This is an optimization exercise on Yosys and OpenROAD, whose aim is small area, not a production implementation. The RTL was checked by simulation tests, not by an equivalence proof against the original design. The flow treats the clock pin as an ideal source, which a real chip does not have. Power is estimated from default activity; no workload was simulated.

== red ==
// conv_window_gen
module conv_window_gen #(
    parameter int IMG_WIDTH  = 224,
    parameter int IMG_HEIGHT = 224,
    parameter int DATA_WIDTH = 8
) (
    input  logic                    clk,
    input  logic                    reset,
    input  logic                    start,
    input  logic [DATA_WIDTH-1:0]   pixel_in,
    input  logic                    pixel_in_valid,
    output logic                    pixel_in_ready,
    output logic [9*DATA_WIDTH-1:0] window_out,
    output logic                    window_valid,
    input  logic                    window_ready,
    output logic                    frame_done,
    output logic                    busy
);
Settings: LEC_CHECK=0, CAP_MARGIN=10, CORE_MARGIN=2, CORE_UTILIZATION=65, PLACE_DENSITY=0.85, SLEW_MARGIN=10; clock period 6.0 ns.
standard.sh (not shown) runs the stock make flow with config.mk's settings and CLKGATE_MAP_FILE= SYNTH_SCRIPT=/design/flow/synth_recipe.tcl, a recipe that flattens the netlist after the stock synthesis.
==> flow/flow/run.sh <==
#!/bin/bash
# Standard ORFS flow (the standard.sh) with a leaner clock tree: no dummy
# balancing loads, clkbuf_16 sink clusters, clock buffers downsized after CTS
# where the clock-pin slew allows (flow/resize_clk.tcl), and the smallest
# buffer on the ports. Full make output goes to make.log; each ORFS step keeps
# its own log under orfs/logs/.
set -euo pipefail
bash standard.sh \
  "CTS_ARGS=-sink_clustering_enable -repair_clock_nets -dont_use_dummy_load -buf_list sky130_fd_sc_hd__clkbuf_16 -sink_clustering_size 32 -sink_clustering_max_diameter 60" \
  "POST_CTS_TCL=$PWD/flow/resize_clk.tcl" \
  "CLK_SLEW_TARGET=0.112" \
  "BUFFER_PORTS_ARGS=-buffer_cell sky130_fd_sc_hd__buf_1" \
  finish > make.log 2>&1
==> flow/flow/resize_clk.tcl <==
# Post-CTS hook: downsize clock-tree buffers, leaves first, as long as the
# worst slew at the pins below each buffer stays under CLK_SLEW_TARGET (or
# does not get worse than it was), with placement parasitics.
namespace eval rclk {
  variable sizes {sky130_fd_sc_hd__clkbuf_1 sky130_fd_sc_hd__clkbuf_2 sky130_fd_sc_hd__clkbuf_4 sky130_fd_sc_hd__clkbuf_8 sky130_fd_sc_hd__clkbuf_16}
  variable depth [dict create]
  variable sub [dict create]
  variable bufs {}

  proc pins_slew {pins} {
    set mx 0
    foreach p $pins {
      set s [get_property [get_pins $p] slew_max]
      if {$s > $mx} {set mx $s}
    }
    return $mx
  }

  # Walk the clock tree from net; record each clock buffer's depth and every
  # load pin below it. Returns the load pins below net.
  proc walk {net d} {
    variable depth
    variable sub
    variable bufs
    set pins {}
    foreach it [$net getITerms] {
      if {[$it isInputSignal]} {
        lappend pins "[[$it getInst] getName]/[[$it getMTerm] getName]"
      }
    }
    # pins: every load pin below net (register clock pins and buffer inputs)
    foreach it [$net getITerms] {
      if {![$it isInputSignal]} continue
      set inst [$it getInst]
      if {![string match "sky130_fd_sc_hd__clkbuf*" [[$inst getMaster] getName]]} continue
      set below {}
      foreach ot [$inst getITerms] {
        if {[$ot isOutputSignal] && [$ot getNet] ne "NULL"} {
          set below [walk [$ot getNet] [expr {$d + 1}]]
        }
      }
      dict set depth [$inst getName] $d
      dict set sub [$inst getName] $below
      lappend bufs [$inst getName]
      set pins [concat $pins $below]
    }
    return $pins
  }

  # Register clock pins (target) and buffer inputs (0.4 ns) checked apart.
  proc ok {pins target lim_clk lim_buf} {
    set clk {}
    set buf {}
    foreach p $pins {
      if {[string match */CLK $p]} {lappend clk $p} else {lappend buf $p}
    }
    return [expr {[pins_slew $clk] <= $lim_clk && [pins_slew $buf] <= $lim_buf}]
  }

  proc worst {pins pat} {
    set sel {}
    foreach p $pins { if {[string match $pat $p]} {lappend sel $p} }
    return [pins_slew $sel]
  }

  proc run {target} {
    variable sizes
    variable depth
    variable sub
    variable bufs
    set_propagated_clock [all_clocks]
    estimate_parasitics -placement
    set block [ord::get_db_block]
    set all [walk [[$block findBTerm clk] getNet] 0]
    puts "resize_clk: [llength $bufs] clock buffers, worst register clock slew before [worst $all */CLK]"
    set order [lsort -command [list apply {{depth a b} {expr {[dict get $depth $b] - [dict get $depth $a]}}} $depth] $bufs]
    foreach b $order {
      set orig [[[$block findInst $b] getMaster] getName]
      set pins [dict get $sub $b]
      set lim_clk [expr {max($target, [worst $pins */CLK])}]
      set lim_buf [expr {max(0.4, [worst $pins */A])}]
      foreach m $sizes {
        if {$m eq $orig} break
        replace_cell $b $m
        if {[ok $pins $target $lim_clk $lim_buf]} break
        replace_cell $b $orig
      }
    }
    set cnt [dict create]
    foreach b $bufs { dict incr cnt [[[$block findInst $b] getMaster] getName] }
    puts "resize_clk: worst register clock slew after [worst $all */CLK], buffer input [worst $all */A] (target $target); sizes $cnt"
  }
}
rclk::run [expr {[info exists ::env(CLK_SLEW_TARGET)] ? $::env(CLK_SLEW_TARGET) : 0.112}]
detailed_placement
## Diff of input files: green against red
==> flow/flow/run.sh <==
#!/bin/bash
# Standard ORFS flow (the standard.sh) with a leaner clock tree: no dummy
# balancing loads, clkbuf_16 sink clusters, clock buffers downsized after CTS
# where the clock-pin slew allows (flow/resize_clk.tcl), and the smallest
# buffer on the ports. Full make output goes to make.log; each ORFS step keeps
# its own log under orfs/logs/.
set -euo pipefail
bash standard.sh \
  "CTS_ARGS=-sink_clustering_enable -repair_clock_nets -dont_use_dummy_load -buf_list sky130_fd_sc_hd__clkbuf_16 -sink_clustering_size 30 -sink_clustering_max_diameter 50" \
  "POST_CTS_TCL=$PWD/flow/resize_clk.tcl" \
  "CLK_SLEW_TARGET=0.115" \
  "BUFFER_PORTS_ARGS=-buffer_cell sky130_fd_sc_hd__buf_1" \
  finish > make.log 2>&1
==> comparison <==
Going from red to green, leakage power ~0 delta, average via count per standard cell +0.32%, wire length +1.4%, register-to-register slack +0.13 ns.
Going from red to green, sequential share of layout area flat, share of total power in the clock network did not really move.
Diff red -> green: setup slack has increased, clock latency on the worst-skew pair has increased.
Comparing green with red, the end-of-flow core utilization came out essentially unchanged.

[afterwards: timing with drivers on the ports]
No port has a modelled driver above. Below, the same layouts with a new extraction and two added sets of constraints. Step 1 sets driving cells, clkbuf_16 on the clock port and buf_2 on the other inputs (assumed; they add their load-dependent delay and slew). Step 2, shift: input delay + t, output delay - t, t = (earliest + latest rising clock arrival at the registers) / 2. This alone moves slack from input paths to output paths. Three values: ideal ports, drivers, drivers and shift; two values: the first two.
| run | t, ns | setup slack, ns | worst setup path after step 2 | clock arrival spread, ns | worst data-port slew with drivers (ns) | cell pins on the clock port's net |
|---|---|---|---|---|---|---|
| red | 1.676 | 1.537 / 1.467 / 2.169 | input to register | 0.400 / 0.400 | 0.04 | 1 |
| green | 1.675 | 1.701 / 1.632 / 2.150 | input to register | 0.445 / 0.445 | 0.04 | 1 |
Clock arrivals are far apart in green, so t is only a midpoint there and step 2 fits no single register.
